What follows belongs to an exercise in optimizing a design on an open flow for a short achievable clock period and few clock cycles; a production flow would make more cautious choices. Only simulation tests tie the RTL to the original design; equivalence was not proved. Power is estimated from default activity; no workload was simulated.

<file path="flow/run.sh">
#!/bin/bash
# synth_recipe.tcl (not shown) runs the flow's synth.tcl, then flattens the netlist and writes it again
# the make line also repeats each setting of config.mk as NAME=value (left out here)
make -C /OpenROAD-flow-scripts/flow DESIGN_CONFIG=/design/flow/config.mk WORK_HOME=/design/flow/orfs CLKGATE_MAP_FILE= SYNTH_SCRIPT=/design/flow/synth_recipe.tcl finish
</file>
<file path="flow/config.mk">
export PLATFORM = sky130hd
export DESIGN_NAME = mipsCore
export DESIGN_NICKNAME = mipsCore
export VERILOG_FILES = /design/flow/design.v
export SDC_FILE = /design/flow/constraint.sdc
export NUM_CORES = 4
export LEC_CHECK = 0
export ABC_CLOCK_PERIOD_IN_PS = 2500
export CAP_MARGIN = 20
export CORE_MARGIN = 2
export CORE_UTILIZATION = 40
export SETUP_SLACK_MARGIN = 5
export SLEW_MARGIN = 20
export TNS_END_PERCENT = 100
</file>
<file path="flow/constraint.sdc">
create_clock -name core_clock -period 8.0 [get_ports {clk}]
set_input_delay 1.6000 -clock core_clock [delete_from_list [all_inputs] [get_ports {clk}]]
set_output_delay 1.6000 -clock core_clock [all_outputs]
set_load 0.01 [all_outputs]
</file>
<file path="flow/design.v">
`default_nettype none
package isaPkg;
  localparam logic [5:0] OP_RTYPE = 6'b000000;
  localparam logic [5:0] OP_J     = 6'b000010;
  localparam logic [5:0] OP_BEQ   = 6'b000100;
  localparam logic [5:0] OP_BNE   = 6'b000101;
  localparam logic [5:0] OP_ADDI  = 6'b001000;
  localparam logic [5:0] OP_ADDIU = 6'b001001;
  localparam logic [5:0] OP_SLTI  = 6'b001010;
  localparam logic [5:0] OP_SLTIU = 6'b001011;
  localparam logic [5:0] OP_ANDI  = 6'b001100;
  localparam logic [5:0] OP_ORI   = 6'b001101;
  localparam logic [5:0] OP_XORI  = 6'b001110;
  localparam logic [5:0] OP_LW    = 6'b100011;
  localparam logic [5:0] OP_SW    = 6'b101011;
  localparam logic [5:0] FN_ADD  = 6'b100000;
  localparam logic [5:0] FN_ADDU = 6'b100001;
  localparam logic [5:0] FN_SUB  = 6'b100010;
  localparam logic [5:0] FN_SUBU = 6'b100011;
  localparam logic [5:0] FN_AND  = 6'b100100;
  localparam logic [5:0] FN_OR   = 6'b100101;
  localparam logic [5:0] FN_XOR  = 6'b100110;
  localparam logic [5:0] FN_NOR  = 6'b100111;
  localparam logic [5:0] FN_SLT  = 6'b101010;
  localparam logic [5:0] FN_SLTU = 6'b101011;
endpackage
`default_nettype wire
`default_nettype none
package pipePkg;
  typedef struct packed {
    logic add;
    logic sub;
    logic andOp;
    logic orOp;
    logic xorOp;
    logic norOp;
    logic slt;
    logic sltu;
  } aluSelT;
endpackage
`default_nettype wire
`timescale 1ns/1ps
`default_nettype none
module controlDecoder
(
  input  logic [31:0]     instr,
  output logic [4:0]      dest,       
  output logic            aluSrc,     
  output logic [31:0]     imm,        
  output pipePkg::aluSelT alu,
  output logic            isLoad,
  output logic            isStore,
  output logic            branch,
  output logic            branchNe,
  output logic            jump
);
  logic [5:0] op, funct;
  logic       rType, iAlu, writeRd, writeRt;
  assign op    = instr[31:26];
  assign funct = instr[5:0];
  always_comb begin
    alu     = '0;
    rType   = 1'b0;
    iAlu    = 1'b0;
    if (op == isaPkg::OP_RTYPE) begin
      rType = 1'b1;
      case (funct)
        isaPkg::FN_ADD, isaPkg::FN_ADDU: alu.add   = 1'b1;
        isaPkg::FN_SUB, isaPkg::FN_SUBU: alu.sub   = 1'b1;
        isaPkg::FN_AND:                  alu.andOp = 1'b1;
        isaPkg::FN_OR:                   alu.orOp  = 1'b1;
        isaPkg::FN_XOR:                  alu.xorOp = 1'b1;
        isaPkg::FN_NOR:                  alu.norOp = 1'b1;
        isaPkg::FN_SLT:                  alu.slt   = 1'b1;
        isaPkg::FN_SLTU:                 alu.sltu  = 1'b1;
        default:                         rType     = 1'b0;   
      endcase
    end else begin
      iAlu = 1'b1;
      case (op)
        isaPkg::OP_ADDI, isaPkg::OP_ADDIU: alu.add   = 1'b1;
        isaPkg::OP_SLTI:                   alu.slt   = 1'b1;
        isaPkg::OP_SLTIU:                  alu.sltu  = 1'b1;
        isaPkg::OP_ANDI:                   alu.andOp = 1'b1;
        isaPkg::OP_ORI:                    alu.orOp  = 1'b1;
        isaPkg::OP_XORI:                   alu.xorOp = 1'b1;
        isaPkg::OP_LW, isaPkg::OP_SW: begin
          alu.add = 1'b1;                   
          iAlu    = 1'b0;
        end
        default:                           iAlu      = 1'b0;
      endcase
    end
  end
  assign isLoad   = (op == isaPkg::OP_LW);
  assign isStore  = (op == isaPkg::OP_SW);
  assign branch   = (op == isaPkg::OP_BEQ) || (op == isaPkg::OP_BNE);
  assign branchNe = (op == isaPkg::OP_BNE);
  assign jump     = (op == isaPkg::OP_J);
  assign writeRd = rType;
  assign writeRt = iAlu || isLoad;
  assign dest    = writeRd ? instr[15:11] : writeRt ? instr[20:16] : 5'd0;
  assign aluSrc  = iAlu || isLoad || isStore;
  assign imm = {(op[5:2] == 4'b0011) ? 16'h0000 : {16{instr[15]}}, instr[15:0]};
endmodule
`default_nettype wire
`timescale 1ns/1ps
`default_nettype none
module hazardUnit
(
  input  logic [4:0] rsF,
  input  logic [4:0] rtF,
  input  logic [4:0] destD,
  input  logic       wrD,         
  input  logic [4:0] destE,
  input  logic       wrE,         
  output logic       depEA,       
  output logic       depEB,
  output logic       depMA,       
  output logic       depMB
);
  assign depEA = wrD && (rsF == destD);
  assign depEB = wrD && (rtF == destD);
  assign depMA = wrE && (rsF == destE);
  assign depMB = wrE && (rtF == destE);
endmodule
`default_nettype wire
`timescale 1ns/1ps
`default_nettype none
module regFile
(
  input  logic        clk,
  input  logic        we,
  input  logic [4:0]  ra1,
  input  logic [4:0]  ra2,
  input  logic [4:0]  wa,
  input  logic [31:0] wd,
  output logic [31:0] rd1,
  output logic [31:0] rd2
);
  logic [31:0] regs [1:31];
  always_ff @(posedge clk) begin
    if (we && (wa != 5'd0)) regs[wa] <= wd;
  end
  assign rd1 = (ra1 == 5'd0) ? 32'd0 : (we && (wa == ra1)) ? wd : regs[ra1];
  assign rd2 = (ra2 == 5'd0) ? 32'd0 : (we && (wa == ra2)) ? wd : regs[ra2];
endmodule
`default_nettype wire
`timescale 1ns/1ps
`default_nettype none
module aluUnit
(
  input  logic [31:0]     srcA,       
  input  logic [31:0]     bx,         
  input  logic [31:0]     aluOutM,    
  input  logic [31:0]     readData,   
  input  logic            fAA,        
  input  logic            fAL,        
  input  logic            fBA,        
  input  logic            fBL,        
  input  logic            inv,        
  input  pipePkg::aluSelT alu,
  output logic [31:0]     result
);
  localparam int NADD = 5;
  logic [31:0] aIn [NADD];
  logic [31:0] bIn [NADD];
  logic [31:0] arith [NADD];
  logic [NADD-1:0] sel;
  logic [31:0] invMask, fwdX, bothRes, opA, opB, logicRes, arithRes;
  logic        isArith;
  assign invMask = {32{inv}};
  assign aIn[0] = srcA;     assign bIn[0] = bx;
  assign aIn[1] = aluOutM;  assign bIn[1] = bx;
  assign aIn[2] = readData; assign bIn[2] = bx;
  assign aIn[3] = srcA;     assign bIn[3] = aluOutM ^ invMask;
  assign aIn[4] = srcA;     assign bIn[4] = readData ^ invMask;
  assign sel[0] = !fAA && !fAL && !fBA && !fBL;
  assign sel[1] = fAA && !fBA;
  assign sel[2] = fAL && !fBL;
  assign sel[3] = fBA && !fAA;
  assign sel[4] = fBL && !fAL;
  for (genvar i = 0; i < NADD; i++) begin : g_add
    logic [32:0] sum;
    logic        lessSigned, lessUnsigned;
    assign sum          = {1'b0, aIn[i]} + {1'b0, bIn[i]} + 33'(inv);
    assign lessSigned   = (aIn[i][31] == bIn[i][31]) ? aIn[i][31] : sum[31];
    assign lessUnsigned = !sum[32];
    assign arith[i] = ({32{alu.add | alu.sub}} & sum[31:0])
                    | {31'd0, (alu.slt & lessSigned) | (alu.sltu & lessUnsigned)};
  end
  assign fwdX    = fAA ? aluOutM : readData;
  assign bothRes = {32{alu.add}} & {fwdX[30:0], 1'b0};
  always_comb begin
    arithRes = ((fAA || fAL) && (fBA || fBL)) ? bothRes : '0;
    for (int i = 0; i < NADD; i++) arithRes = arithRes | ({32{sel[i]}} & arith[i]);
  end
  assign opA = fAA ? aluOutM : fAL ? readData : srcA;
  assign opB = fBA ? aluOutM : fBL ? readData : bx;
  assign logicRes = ({32{alu.andOp}} & (opA & opB))
                  | ({32{alu.orOp}}  & (opA | opB))
                  | ({32{alu.xorOp}} & (opA ^ opB))
                  | ({32{alu.norOp}} & ~(opA | opB));
  assign isArith = alu.add || alu.sub || alu.slt || alu.sltu;
  assign result  = isArith ? arithRes : logicRes;
endmodule
`default_nettype wire
`timescale 1ns/1ps
`default_nettype none
module branchUnit
(
  input  logic [31:0] p,          
  input  logic [31:0] g,          
  input  logic        carryIn,
  input  logic        isAdd,      
  input  logic [31:0] logicRes,   
  input  logic [31:0] k,
  output logic [31:0] ok          
);
  logic [31:0] cIn;
  assign cIn = {g[30:0] | (p[30:0] & ~k[30:0]), carryIn};
  assign ok  = isAdd ? ~(p ^ k ^ cIn) : ~(logicRes ^ k);
endmodule
`default_nettype wire
`timescale 1ns/1ps
`default_nettype none
module mipsCore
#(
  parameter int DATA_WIDTH = 32
) (
  input  logic                  clk,
  input  logic                  reset,
  output logic [DATA_WIDTH-1:0] pc,
  input  logic [31:0]           instr,
  output logic                  memWrite,
  output logic [DATA_WIDTH-1:0] aluOut,
  output logic [DATA_WIDTH-1:0] writeData,
  input  logic [DATA_WIDTH-1:0] readData
);
  logic [4:0]      destF;
  logic            aluSrcF, isLoadF, isStoreF, branchF, branchNeF, jumpF;
  logic [31:0]     immF, rdAF, rdBF;
  pipePkg::aluSelT aluF;
  logic [4:0]      destM;
  logic            wrM, isLoadM;
  logic [31:0]     aluOutM, writeDataM, valM;
  logic            memWriteM;
  controlDecoder u_dec (
    .instr(instr), .dest(destF), .aluSrc(aluSrcF), .imm(immF), .alu(aluF), .isLoad(isLoadF),
    .isStore(isStoreF), .branch(branchF), .branchNe(branchNeF), .jump(jumpF)
  );
  assign valM = isLoadM ? readData : aluOutM;
  regFile u_rf (
    .clk(clk), .we(wrM), .ra1(instr[25:21]), .ra2(instr[20:16]), .wa(destM), .wd(valM),
    .rd1(rdAF), .rd2(rdBF)
  );
  logic [4:0]      destD;
  logic            wrD, aluSrcD, isLoadD, isStoreD, branchD, branchNeD, jumpD;
  logic [31:0]     immD, regAD, regBD;
  logic [25:0]     targetD;
  pipePkg::aluSelT aluD;
  logic            stall;
  logic [31:0]     opAD, opBD;
  always_ff @(posedge clk or posedge reset) begin
    if (reset) begin
      destD     <= '0;
      wrD       <= 1'b0;
      isStoreD  <= 1'b0;
      branchD   <= 1'b0;
      jumpD     <= 1'b0;
    end else if (!stall) begin
      destD     <= destF;
      wrD       <= (destF != 5'd0);
      isStoreD  <= isStoreF;
      branchD   <= branchF;
      jumpD     <= jumpF;
    end
  end
  always_ff @(posedge clk) begin
    if (!stall) begin
      aluSrcD   <= aluSrcF;
      isLoadD   <= isLoadF;
      branchNeD <= branchNeF;
      immD      <= immF;
      targetD   <= instr[25:0];
      aluD      <= aluF;
      regAD     <= rdAF;
      regBD     <= rdBF;
    end else begin
      regAD     <= opAD;
      regBD     <= opBD;
    end
  end
  logic [4:0]      destE;
  logic            wrE, slowE, isLoadE, isStoreE, aluSrcE, invE;
  logic            fAAE, fALE, fBAE, fBLE, fSAE, fSLE;
  logic            dEA, dEB, dMAluA, dMAluB, dMLdA, dMLdB, depEAF, depEBF, depMAF, depMBF;
  pipePkg::aluSelT aluE;
  logic [31:0]     srcAE, bxE, storeE;
  hazardUnit u_haz (
    .rsF(instr[25:21]), .rtF(instr[20:16]), .destD(destD), .wrD(wrD),
    .destE(destE), .wrE(wrE), .depEA(depEAF), .depEB(depEBF), .depMA(depMAF),
    .depMB(depMBF)
  );
  always_ff @(posedge clk or posedge reset) begin
    if (reset) begin
      dEA    <= 1'b0;
      dEB    <= 1'b0;
      dMAluA <= 1'b0;
      dMAluB <= 1'b0;
      dMLdA  <= 1'b0;
      dMLdB  <= 1'b0;
    end else begin
      dEA    <= depEAF && !stall;
      dEB    <= depEBF && !stall;
      dMAluA <= (stall ? dEA : depMAF) && !isLoadE;
      dMAluB <= (stall ? dEB : depMBF) && !isLoadE;
      dMLdA  <= (stall ? dEA : depMAF) && isLoadE;
      dMLdB  <= (stall ? dEB : depMBF) && isLoadE;
    end
  end
  assign stall = branchD && (((dEA != dEB) && (slowE || fALE || fBLE)) ||
                             (!dEA && dMLdA) || (!dEB && dMLdB));
  assign opAD = dMAluA ? aluOutM : dMLdA ? readData : regAD;
  assign opBD = dMAluB ? aluOutM : dMLdB ? readData : regBD;
  logic [31:0]     brAD, brBD, brAE, brBE, pE, gE, logicE, okEA, okEB, okD, okAll;
  logic            isAddE, equalD, redirect;
  logic [31:0]     pcPlus4, pcSeq, pcTarget, branchTarget, jumpTarget;
  assign brAD = dMAluA ? aluOutM : regAD;
  assign brBD = dMAluB ? aluOutM : regBD;
  assign brAE = fAAE ? aluOutM : srcAE;
  assign brBE = fBAE ? (aluOutM ^ {32{invE}}) : bxE;
  assign pE     = brAE ^ brBE;
  assign gE     = brAE & brBE;
  assign isAddE = aluE.add || aluE.sub;
  assign logicE = ({32{aluE.andOp}} & (brAE & brBE))
                | ({32{aluE.orOp}}  & (brAE | brBE))
                | ({32{aluE.xorOp}} & (brAE ^ brBE))
                | ({32{aluE.norOp}} & ~(brAE | brBE));
  branchUnit u_brA (
    .p(pE), .g(gE), .carryIn(invE), .isAdd(isAddE), .logicRes(logicE), .k(brBD), .ok(okEB)
  );
  branchUnit u_brB (
    .p(pE), .g(gE), .carryIn(invE), .isAdd(isAddE), .logicRes(logicE), .k(brAD), .ok(okEA)
  );
  assign okD   = ~(brAD ^ brBD);
  assign okAll = {32{dEA && dEB}}
               | ({32{dEA && !dEB}} & okEB)
               | ({32{!dEA && dEB}} & okEA)
               | ({32{!dEA && !dEB}} & okD);
  assign equalD   = &okAll;
  assign redirect = jumpD || (branchD && !stall && (equalD ^ branchNeD));
  assign pcPlus4      = {pc[31:2] + 30'd1, 2'b00};
  assign pcSeq        = stall ? pc : pcPlus4;
  assign branchTarget = {pc[31:2] + {{14{immD[15]}}, immD[15:0]}, 2'b00};
  assign jumpTarget   = {pc[31:28], targetD, 2'b00};
  assign pcTarget     = jumpD ? jumpTarget : branchTarget;
  always_ff @(posedge clk or posedge reset) begin
    if (reset) pc <= '0;
    else       pc <= redirect ? pcTarget : pcSeq;
  end
  logic invD;
  assign invD = aluD.sub || aluD.slt || aluD.sltu;
  always_ff @(posedge clk or posedge reset) begin
    if (reset) begin
      destE    <= '0;
      wrE      <= 1'b0;
      isLoadE  <= 1'b0;
      isStoreE <= 1'b0;
      slowE    <= 1'b0;
      aluE     <= '0;
    end else if (stall) begin
      destE    <= '0;    
      wrE      <= 1'b0;
      isLoadE  <= 1'b0;
      isStoreE <= 1'b0;
      slowE    <= 1'b0;
      aluE     <= '0;
    end else begin
      destE    <= destD;
      wrE      <= wrD;
      isLoadE  <= isLoadD;
      isStoreE <= isStoreD;
      slowE    <= isLoadD || aluD.slt || aluD.sltu;
      aluE     <= aluD;
    end
  end
  always_ff @(posedge clk) begin
    srcAE   <= opAD;
    bxE     <= (aluSrcD ? immD : opBD) ^ {32{invD}};
    storeE  <= opBD;
    invE    <= invD;
    aluSrcE <= aluSrcD;
    fAAE    <= dEA && !isLoadE;
    fALE    <= dEA && isLoadE;
    fBAE    <= dEB && !aluSrcD && !isLoadE;
    fBLE    <= dEB && !aluSrcD && isLoadE;
    fSAE    <= dEB && !isLoadE;
    fSLE    <= dEB && isLoadE;
  end
  logic [31:0] aluResE, storeDataE;
  aluUnit u_alu (
    .srcA(srcAE), .bx(bxE), .aluOutM(aluOutM), .readData(readData), .fAA(fAAE), .fAL(fALE),
    .fBA(fBAE), .fBL(fBLE), .inv(invE), .alu(aluE), .result(aluResE)
  );
  assign storeDataE = fSAE ? aluOutM : fSLE ? readData : storeE;
  always_ff @(posedge clk or posedge reset) begin
    if (reset) begin
      destM     <= '0;
      wrM       <= 1'b0;
      isLoadM   <= 1'b0;
      memWriteM <= 1'b0;
    end else begin
      destM     <= destE;
      wrM       <= wrE;
      isLoadM   <= isLoadE;
      memWriteM <= isStoreE;
    end
  end
  always_ff @(posedge clk) begin
    aluOutM    <= aluResE;
    writeDataM <= storeDataE;
  end
  assign memWrite  = memWriteM;
  assign aluOut    = aluOutM;
  assign writeData = writeDataM;
endmodule
`default_nettype wire
</file>
==> results of run 1 <==
-- final cells by class --
cell class / count / area share
repair buffers: 823 / 0.09533
diodes: 3 / 0.00007227
flip-flops and latches: 1331 / 0.3609
well taps: 2788 / 0.03358
clock buffers: 181 / 0.03835
inverters: 337 / 0.01235
multi-input cells: 4916 / 0.4502
clock inverters: 89 / 0.009155
-- sequential cells by signal (all words and copies together), names as in the netlist, 8 cells and up --
signal,flops
aluD,8
aluE,8
aluOutM,32
bxE,32
immD,16
pc,30
regAD,32
regBD,32
srcAE,32
storeE,32
targetD,11
u_rf.regs,992
writeDataM,32
-- kinds of logic after synthesis --
| logic type | share of synthesized area |
|---|---|
| compound gates | 0.1299 |
| flops | 0.4477 |
| simple gates | 0.07086 |
| mux | 0.2011 |
| buf+inv | 0.04008 |
| xor+xnor | 0.04562 |
| fa+ha+maj | 0.06466 |
| other cells | 0.00004501 |
-- stage by stage --
stage | instances | setup slack, ns | area [µm²]
global route | 10465 | 3.503 | 103900
finish | 10468 | 3.583 | 103900
global placement | 9651 | 1.737 | 88290
floorplan | 7096 | 3.766 | 84740
detailed placement | 9652 | 1.700 | 88300
CTS | 10283 | 3.704 | 100500
-- where the power goes --
part           leakage [nW]  internal [W]  switching (W)  total [W]
logic                  23.5       0.00271        0.00350    0.00621
registers              12.4       0.00773       0.000362    0.00809
clock network          2.40       0.00408        0.00299    0.00707
total                  38.3        0.0145        0.00685     0.0214
-- routing by layer --
layer	routed length, µm	track usage
met5	0	0
met2	152100	0.4763
met3	27570	0.04301
met1	124300	0.3806
met4	21290	0.1550
-- cell usage after synthesis, types with 33 or more instances --
cell type,count,area share
xor2_1,201,0.021
nor2b_1,44,0.0033
nor3_1,80,0.0048
o21a_1,104,0.0094
a221oi_1,57,0.0060
inv_1,332,0.015
nand3_1,78,0.0047
nor2_1,481,0.022
a21o_1,91,0.0082
a31oi_1,50,0.0038
nand2_1,388,0.017
buf_2,40,0.0024
nand2b_1,53,0.0040
and2_1,36,0.0027
mux2_2,41,0.0055
dfrtp_1,70,0.021
xnor2_1,233,0.024
edfxtp_1,1030,0.37
o221ai_1,61,0.0064
ha_1,317,0.048
a211oi_1,46,0.0041
mux4_2,472,0.13
o22ai_1,75,0.0056
clkbuf_1,378,0.017
buf_1,94,0.0042
a21oi_1,490,0.029
o21ai_0,378,0.023
fa_1,71,0.017
dfxtp_1,231,0.055
and3_1,33,0.0025
a22oi_1,103,0.0093
mux2i_1,558,0.067
-- worst min path at each step --
stage | from | end | slack, ns
finish | isStoreE | memWriteM | 0.35
global route | isStoreE | memWriteM | 0.35
CTS | isStoreE | memWriteM | 0.35
detailed placement | isStoreE | memWriteM | 0.34
global placement | isStoreE | memWriteM | 0.33
floorplan | isStoreE | memWriteM | 0.33
-- timing repair --
action,4_1_cts,5_1_grt
setup buffers,296,155
cloned,65,27
resized for setup,1224,375
pin swaps,126,158
setup endpoints to repair,322,587
==> flow_summary.yaml, run 1 <==
clock_network:
  holdBufCountCts: 0
  cts.root.buffer_cell: "clkbuf_16"
  numCtsBuffers: 149
  cts_tree: "built"
  clkSinkCount: 1331
  htreeDepth: 4
  clkTransAtPathRegs_ns: 0.06
  cts_buffer_depth: 3
  clock_latency_ns: 0.82
setup_path:
  crit_path_start_kind: "register"
  path_depth: 17
  cpPeakStageDelay_ns: 0.41
  reg2regPathDepth: 17
  regToRegSetupSlack_ns: 3.58
  critPathCaptureType: "register"
  arrival_ns: 5.11
  crit_start: "invE"
  path_cells: "buf_12 -> xnor2_1 -> a21oi_1 -> ha_1 -> a211oi_1 -> nand3_2 -> buf_4 -> a311oi_4 -> nand2_2 -> o221a_1 -> and4_4 -> a21o_4 -> mux2i_4 -> buf_6 -> buf_12 -> and2_4 -> a221o_1"
  crit_path_end: "pc[26]"
  critPathMaxFanout: 16
  critPathBufInv: 4
  r2r_end: "pc[26]"
  r2r-start: "invE"
  worstPathRequired_ns: 8.69
  cp_top_family: "compound AO/OA/AOI/OAI gates"
  path_common_cell: "buf_12"
  critPathKind: "register to register"
  critPathSlowestCell: "ha_1"
sta:
  hold_viol_final: 0
  finClkSkew_ns: 0.03835
  setup_tns_ns: 0
  grt_setup_unrepaired: "true"
  hold_ws_ns: 0.3513
  finalCritPeriodShare: 0.5521
  max_slew_margin: 0.2570
  worst_pin_slew_ns: 1.103
  setup_viol: 0
  fmaxAchievable_ghz: 0.2264
  period_needed_ns: 4.417
  slew_viol_final: 0
finish:
  final_cell_mix: "edfxtp_1 (1030), mux2i_1 (481), mux4_2 (472), nor2_1 (407), buf_4 (400)"
  final_common_cell: "edfxtp_1"
  fill_cells: 17608
  drive_above_1_share: 0.2910
  fin_nets: 8012
  area_growth_pct: 24.66
  utilization: 0.5016
  multiInputGateArea_mm2: 0.04677
  register_area_mm2: 0.03749
routing:
  final_antenna_net_count: 0
  drt_drc_violations_left: 0
  dr.pass1.iters: 7
  via_per_inst: 6.253
  first_iter_violations: 7472
  wire_per_inst_um: 31.08
  drt_wl_total_um: 325300
  route.vias.total: 65459
floorplanning:
  die_w_um: 460.4
  core.rowCount: 167
  start_util: 0.4024
  dieArea_mm2: 0.2120
  die_height_um: 460.4
  ios: 163
  core_mm2: 0.2071
place:
  place_hpwl_um: 195000
  io_buffers: 160
  place.gp.congestion: 0.9652
global_routing:
  grt_pass1_wl_um: 452200
  grt_max_degree: 74
  grt_pass1_vias: 63317
  track_usage: 0.2937
  grt-ovfl-total: 0
  grt_antenna_before_repair: 1
power:
  powerDensity_mw_per_mm2: 205.8
  total_power_w: 0.02137
  p_leak_nw: 38.34
  ir_drop_mv: 0.2395
min_path:
  hp-class: "register to register"
  worstHoldPathCells: 0
synthesis:
  synth_edf_count: 1030
  ys_seq_area_frac: 0.4477
  syn_inst: 7095
  yosys_warnings: 7
  synth_area_mm2: 0.08332
  synth-main-ff-cell: "edfxtp_1"
  async_flop_share: 0.05259
  ys_ff_latch: 1331
  avgSynthCellArea_um2: 11.74
  ys_types: 92
status:
  status: "no timing/DRC/antenna violations"
flow_run:
  cap_violations: 0
Testbench counts, summed over its fixed seeds: cycles 146,896.
==> run 2, diff against run 1 <==
--- a/flow/design.v
+++ b/flow/design.v
@@ -153,6 +153,7 @@
   input  logic [31:0]     srcA,       
   input  logic [31:0]     bx,         
   input  logic [31:0]     aluOutM,    
+  input  logic [31:0]     aluOutMx,   
   input  logic [31:0]     readData,   
   input  logic            fAA,        
   input  logic            fAL,        
@@ -173,7 +174,7 @@
   assign aIn[0] = srcA;     assign bIn[0] = bx;
   assign aIn[1] = aluOutM;  assign bIn[1] = bx;
   assign aIn[2] = readData; assign bIn[2] = bx;
-  assign aIn[3] = srcA;     assign bIn[3] = aluOutM ^ invMask;
+  assign aIn[3] = srcA;     assign bIn[3] = aluOutMx;
   assign aIn[4] = srcA;     assign bIn[4] = readData ^ invMask;
   assign sel[0] = !fAA && !fAL && !fBA && !fBL;
   assign sel[1] = fAA && !fBA;
@@ -181,9 +182,11 @@
   assign sel[3] = fBA && !fAA;
   assign sel[4] = fBL && !fAL;
   for (genvar i = 0; i < NADD; i++) begin : g_add
+    logic [33:0] wide;
     logic [32:0] sum;
     logic        lessSigned, lessUnsigned;
-    assign sum          = {1'b0, aIn[i]} + {1'b0, bIn[i]} + 33'(inv);
+    assign wide         = {1'b0, aIn[i], 1'b1} + {1'b0, bIn[i], inv};
+    assign sum          = wide[33:1];
     assign lessSigned   = (aIn[i][31] == bIn[i][31]) ? aIn[i][31] : sum[31];
     assign lessUnsigned = !sum[32];
     assign arith[i] = ({32{alu.add | alu.sub}} & sum[31:0])
@@ -209,17 +212,16 @@
 `default_nettype none
 module branchUnit
 (
-  input  logic [31:0] p,          
-  input  logic [31:0] g,          
-  input  logic        carryIn,
-  input  logic        isAdd,      
-  input  logic [31:0] logicRes,   
+  input  logic [31:0] hiK,        
+  input  logic [31:0] loK,        
   input  logic [31:0] k,
   output logic [31:0] ok          
 );
-  logic [31:0] cIn;
-  assign cIn = {g[30:0] | (p[30:0] & ~k[30:0]), carryIn};
-  assign ok  = isAdd ? ~(p ^ k ^ cIn) : ~(logicRes ^ k);
+  logic [31:0] kPrev;
+  assign kPrev = {k[30:0], 1'b0};
+  for (genvar i = 0; i < 32; i++) begin : g_bit
+    assign ok[i] = kPrev[i] ? (k[i] ~^ hiK[i]) : (k[i] ~^ loK[i]);
+  end
 endmodule
 `default_nettype wire
 `timescale 1ns/1ps
@@ -323,13 +325,15 @@
                              (!dEA && dMLdA) || (!dEB && dMLdB));
   assign opAD = dMAluA ? aluOutM : dMLdA ? readData : regAD;
   assign opBD = dMAluB ? aluOutM : dMLdB ? readData : regBD;
-  logic [31:0]     brAD, brBD, brAE, brBE, pE, gE, logicE, okEA, okEB, okD, okAll;
-  logic            isAddE, equalD, redirect;
+  logic [31:0]     brAD, brBD, brAE, brBE, pE, gE, logicE, hiKE, loKE;
+  logic [31:0]     okEA, okEB, okD;
+  logic            isAddE, allEA, allEB, allD, equalD, goEq, goNe;
   logic [31:0]     pcPlus4, pcSeq, pcTarget, branchTarget, jumpTarget;
+  logic [31:0]     aluOutMx;
   assign brAD = dMAluA ? aluOutM : regAD;
   assign brBD = dMAluB ? aluOutM : regBD;
   assign brAE = fAAE ? aluOutM : srcAE;
-  assign brBE = fBAE ? (aluOutM ^ {32{invE}}) : bxE;
+  assign brBE = fBAE ? aluOutMx : bxE;
   assign pE     = brAE ^ brBE;
   assign gE     = brAE & brBE;
   assign isAddE = aluE.add || aluE.sub;
@@ -337,28 +341,38 @@
                 | ({32{aluE.orOp}}  & (brAE | brBE))
                 | ({32{aluE.xorOp}} & (brAE ^ brBE))
                 | ({32{aluE.norOp}} & ~(brAE | brBE));
-  branchUnit u_brA (
-    .p(pE), .g(gE), .carryIn(invE), .isAdd(isAddE), .logicRes(logicE), .k(brBD), .ok(okEB)
-  );
-  branchUnit u_brB (
-    .p(pE), .g(gE), .carryIn(invE), .isAdd(isAddE), .logicRes(logicE), .k(brAD), .ok(okEA)
-  );
+  assign hiKE   = isAddE ? (pE ^ {gE[30:0], invE}) : logicE;
+  assign loKE   = isAddE ? (pE ^ ({gE[30:0], invE} | {pE[30:0], invE})) : logicE;
+  branchUnit u_brA (.hiK(hiKE), .loK(loKE), .k(brBD), .ok(okEB));
+  branchUnit u_brB (.hiK(hiKE), .loK(loKE), .k(brAD), .ok(okEA));
   assign okD   = ~(brAD ^ brBD);
-  assign okAll = {32{dEA && dEB}}
-               | ({32{dEA && !dEB}} & okEB)
-               | ({32{!dEA && dEB}} & okEA)
-               | ({32{!dEA && !dEB}} & okD);
-  assign equalD   = &okAll;
-  assign redirect = jumpD || (branchD && !stall && (equalD ^ branchNeD));
+  assign allEA = &okEA;
+  assign allEB = &okEB;
+  assign allD  = &okD;
+  assign equalD = (dEA && dEB) || (dEA && !dEB && allEB) || (!dEA && dEB && allEA) ||
+                  (!dEA && !dEB && allD);
   assign pcPlus4      = {pc[31:2] + 30'd1, 2'b00};
   assign pcSeq        = stall ? pc : pcPlus4;
   assign branchTarget = {pc[31:2] + {{14{immD[15]}}, immD[15:0]}, 2'b00};
   assign jumpTarget   = {pc[31:28], targetD, 2'b00};
   assign pcTarget     = jumpD ? jumpTarget : branchTarget;
+  assign goEq   = jumpD || (branchD && !stall && !branchNeD);
+  assign goNe   = jumpD || (branchD && !stall && branchNeD);
+  logic [31:0] pcTgtR, pcSeqR;
+  logic        takenR;
   always_ff @(posedge clk or posedge reset) begin
-    if (reset) pc <= '0;
-    else       pc <= redirect ? pcTarget : pcSeq;
+    if (reset) begin
+      pcSeqR <= '0;
+      takenR <= 1'b0;
+    end else begin
+      pcSeqR <= pcSeq;
+      takenR <= equalD ? goEq : goNe;
+    end
+  end
+  always_ff @(posedge clk) begin
+    pcTgtR <= pcTarget;
   end
+  assign pc = takenR ? pcTgtR : pcSeqR;
   logic invD;
   assign invD = aluD.sub || aluD.slt || aluD.sltu;
   always_ff @(posedge clk or posedge reset) begin
@@ -400,7 +414,7 @@
   end
   logic [31:0] aluResE, storeDataE;
   aluUnit u_alu (
-    .srcA(srcAE), .bx(bxE), .aluOutM(aluOutM), .readData(readData), .fAA(fAAE), .fAL(fALE),
+    .srcA(srcAE), .bx(bxE), .aluOutM(aluOutM), .aluOutMx(aluOutMx), .readData(readData), .fAA(fAAE), .fAL(fALE),
     .fBA(fBAE), .fBL(fBLE), .inv(invE), .alu(aluE), .result(aluResE)
   );
   assign storeDataE = fSAE ? aluOutM : fSLE ? readData : storeE;
@@ -419,6 +433,7 @@
   end
   always_ff @(posedge clk) begin
     aluOutM    <= aluResE;
+    aluOutMx   <= aluResE ^ {32{invD}};    
     writeDataM <= storeDataE;
   end
   assign memWrite  = memWriteM;
==> run 2 against run 1 <==
Effect of this change:
- flip-flop and latch count rose by 65
- via count fell by 0.23%
- die area rose by 0.56%
- setup slack improved by 0.52 ns
- first-iteration DRC count rose by 1.4%
- combinational power rose by 19%
- clock skew fell by 0.0074 ns
- maximum frequency rose by 13%
- critical endpoint is now aluOutMx[30]
- largest cell class unchanged
- largest power group unchanged
==> flow_summary.yaml, run 2 <==
status:
  status: "no timing/DRC/antenna violations"
floorplanning:
  die_height_um: 461.7
  die_w_um: 461.7
  core.rowCount: 168
  ios: 163
  core_mm2: 0.2089
  start_util: 0.4010
  dieArea_mm2: 0.2132
clock_network:
  clock_latency_ns: 0.84
  clkTransAtPathRegs_ns: 0.06
  cts_tree: "built"
  numCtsBuffers: 158
  cts_buffer_depth: 3
  clkSinkCount: 1396
  cts.root.buffer_cell: "clkbuf_16"
  htreeDepth: 4
flow_run:
  cap_violations: 0
synthesis:
  ys_types: 106
  ys_ff_latch: 1396
  synth_edf_count: 1030
  synth_area_mm2: 0.08379
  async_flop_share: 0.05229
  yosys_warnings: 7
  synth-main-ff-cell: "edfxtp_1"
  synth.top_cell.area_share: 0.3691
  yosys-top-cells-count: "edfxtp_1 (1030), mux2i_1 (670), a21oi_1 (480)"
  synth_most_common_cell: "edfxtp_1"
  synthTopCellsByArea: "edfxtp_1 (37%), mux4_2 (13%), mux2i_1 (8.0%), dfxtp_1 (7.0%), ha_1 (4.8%)"
  syn_inst: 7047
  avgSynthCellArea_um2: 11.89
  ys_seq_area_frac: 0.4609
  yosys.area.top_type: "edfxtp_1"
sta:
  grt_setup_unrepaired: "true"
  hold_viol_final: 0
  worst_pin_slew_ns: 1.131
  slew_viol_final: 0
  fmaxAchievable_ghz: 0.2566
  setup_tns_ns: 0
  finalCritPeriodShare: 0.4871
  setup_viol: 0
  max_slew_margin: 0.2378
  finClkSkew_ns: 0.03093
  period_needed_ns: 3.897
finish:
  final_cell_mix: "edfxtp_1 (1030), mux2i_1 (565), mux4_2 (476), nand2_1 (416), buf_4 (392)"
  drive_above_1_share: 0.2988
  fin_nets: 7911
  top_register: "u_rf.regs"
  final_common_cell: "edfxtp_1"
  utilization: 0.5023
  largest_reg_flops: 992
  area_growth_pct: 25.25
routing:
  via_per_inst: 6.243
  first_iter_violations: 7579
  drt_wl_total_um: 333800
  route.vias.total: 65308
  wire_per_inst_um: 31.91
  dr.pass1.iters: 8
  drt_drc_violations_left: 0
  final_antenna_net_count: 0
setup_path:
  critPathKind: "input pin to register"
  worstPathRequired_ns: 8.69
  arrival_ns: 4.59
  r2r-start: "srcAE[7]"
  crit_start: "readData[4]"
  critPathCaptureType: "register"
  crit_path_start_kind: "input pin"
  critPathMaxFanout: 3
place:
  place.gp.congestion: 1.009
  io_buffers: 162
  place_hpwl_um: 201300
global_routing:
  grt_pass1_vias: 63806
  grt-ovfl-total: 0
  grt_max_degree: 65
  track_usage: 0.3018
  grt_antenna_before_repair: 5
  grt_pass1_wl_um: 462300
min_path:
  hp-class: "register to register"
  worstHoldStart: "isStoreE"
power:
  ir_drop_mv: 0.1852
  powerDensity_mw_per_mm2: 222.3
  p_leak_nw: 38.31
run 2: critical path: stages:
cell and delay (ns):
buf_12 0.10, xor2_1 0.14, ha_2 0.35, o21ai_4 0.08, a2111oi_4 0.27, buf_4 0.20, a21oi_4 0.08, buf_12 0.14
a211oi_4 0.32, nor2_4 0.07, mux2i_2 0.24, o211ai_1 0.17, nor4_2 0.47, o22ai_1 0.19, xnor2_1 0.15
run 2: kinds of logic after synthesis:
kind of cell,Yosys count,share of synthesized area
flip-flops,1396,0.4609
adder cells (fa/ha/maj),327,0.04928
multiplexers,1212,0.2172
buffers and inverters,818,0.03784
AND/OR/NAND/NOR,1286,0.07022
AO/OA/AOI/OAI,1578,0.1196
XOR/XNOR,430,0.04494
run 2: through the flow:
step,hold slack [ns],worst slack (ns),total power (W),instance area [µm²],std cells
2_1_floorplan,0.3312,3.644,0.01246,85210,7047
3_3_place_gp,0.3581,2.012,0.01418,88690,9643
3_5_place_dp,0.3557,2.072,0.01425,88710,9643
4_1_cts,0.3604,4.150,0.02267,101800,10297
5_1_grt,0.3663,4.047,0.02410,104900,10458
6_report,0.3706,4.103,0.02333,105000,10461
run 2: layer usage:
metal | wire length [µm] | vias up | global-route usage
li1 | - | 27846 | -
met1 | 126200 | 32964 | 0.3822
met2 | 158300 | 3651 | 0.4947
met3 | 27880 | 841 | 0.04690
met4 | 21350 | 6 | 0.1666
met5 | 34 | - | 0
run 2: final timing paths:
kind / end / slack (ns) / depth (start not counted)
max in group asynchronous: aluE[4] / 5.61 / 3
min in group asynchronous: pcSeqR[23] / 1.25 / 2
max: aluOutMx[30] / 4.10 / 15
max reg2reg: aluOutMx[30] / 4.19 / 12
min: memWriteM / 0.37 / 0
min reg2reg: memWriteM / 0.37 / 0
run 2: layout make-up:
cell class	instances	area, µm²
antenna	5	12.51
clock buffer	190	4240
clock inverter	103	903.4
fill	17754	104000
inverter	311	1172
multi-input combinational	4840	46710
sequential	1396	38780
tap	2805	3510
timing repair buffer	811	9622
run 2: report_power, final:
part	switching (W)	internal (W)	total, W
Sequential	0.000374	0.00819	0.00856
Combinational	0.00412	0.00330	0.00742
Clock	0.00319	0.00416	0.00734
run 2: what timing repair did:
| item | CTS | global route |
|---|---|---|
| hold buffers | 0 | 0 |
| hold endpoints to repair | 0 | 0 |
| cloned | 55 | 24 |
| setup buffers | 306 | 135 |
| endpoints found under the setup margin | 331 | 301 |
| pin swaps | 183 | 149 |
| resized for setup | 1485 | 341 |
Testbench counts of run 2, summed over its fixed seeds: cycles 146,896.

==> afterwards: timing with drivers on the ports <==
The flow's constraints put no driver on any port. The routed layouts listed below were extracted and timed again, unchanged, in two steps.
Step 1 (the two cells are an assumption about what drives the block):
set clk [get_ports {clk}]
set_driving_cell -lib_cell sky130_fd_sc_hd__clkbuf_16 $clk
set_driving_cell -lib_cell sky130_fd_sc_hd__buf_2 [delete_from_list [all_inputs] $clk]
Step 2 times the ports against the registers' clock, not the clock port: input delays grow and output delays shrink by t, the midpoint of the rising clock arrivals with the driver on.
Slacks: no drivers / after step 1 / after step 2; pairs: no drivers / after step 1.
run	shift t [ns]	setup WS [ns]	worst setup path after step 2	worst register clock-pin slew, ns	pins driven straight from the clock port
run 1	0.899	3.583 / 3.583 / 3.191	input to register	0.07 / 0.07	1
run 2	0.909	4.103 / 4.102 / 3.227	input to register	0.07 / 0.07	1
After both steps every run listed still meets setup and hold. The setup slack of run 2, which loses most, moves by -0.001 ns with the drivers and by -0.876 ns with both steps.
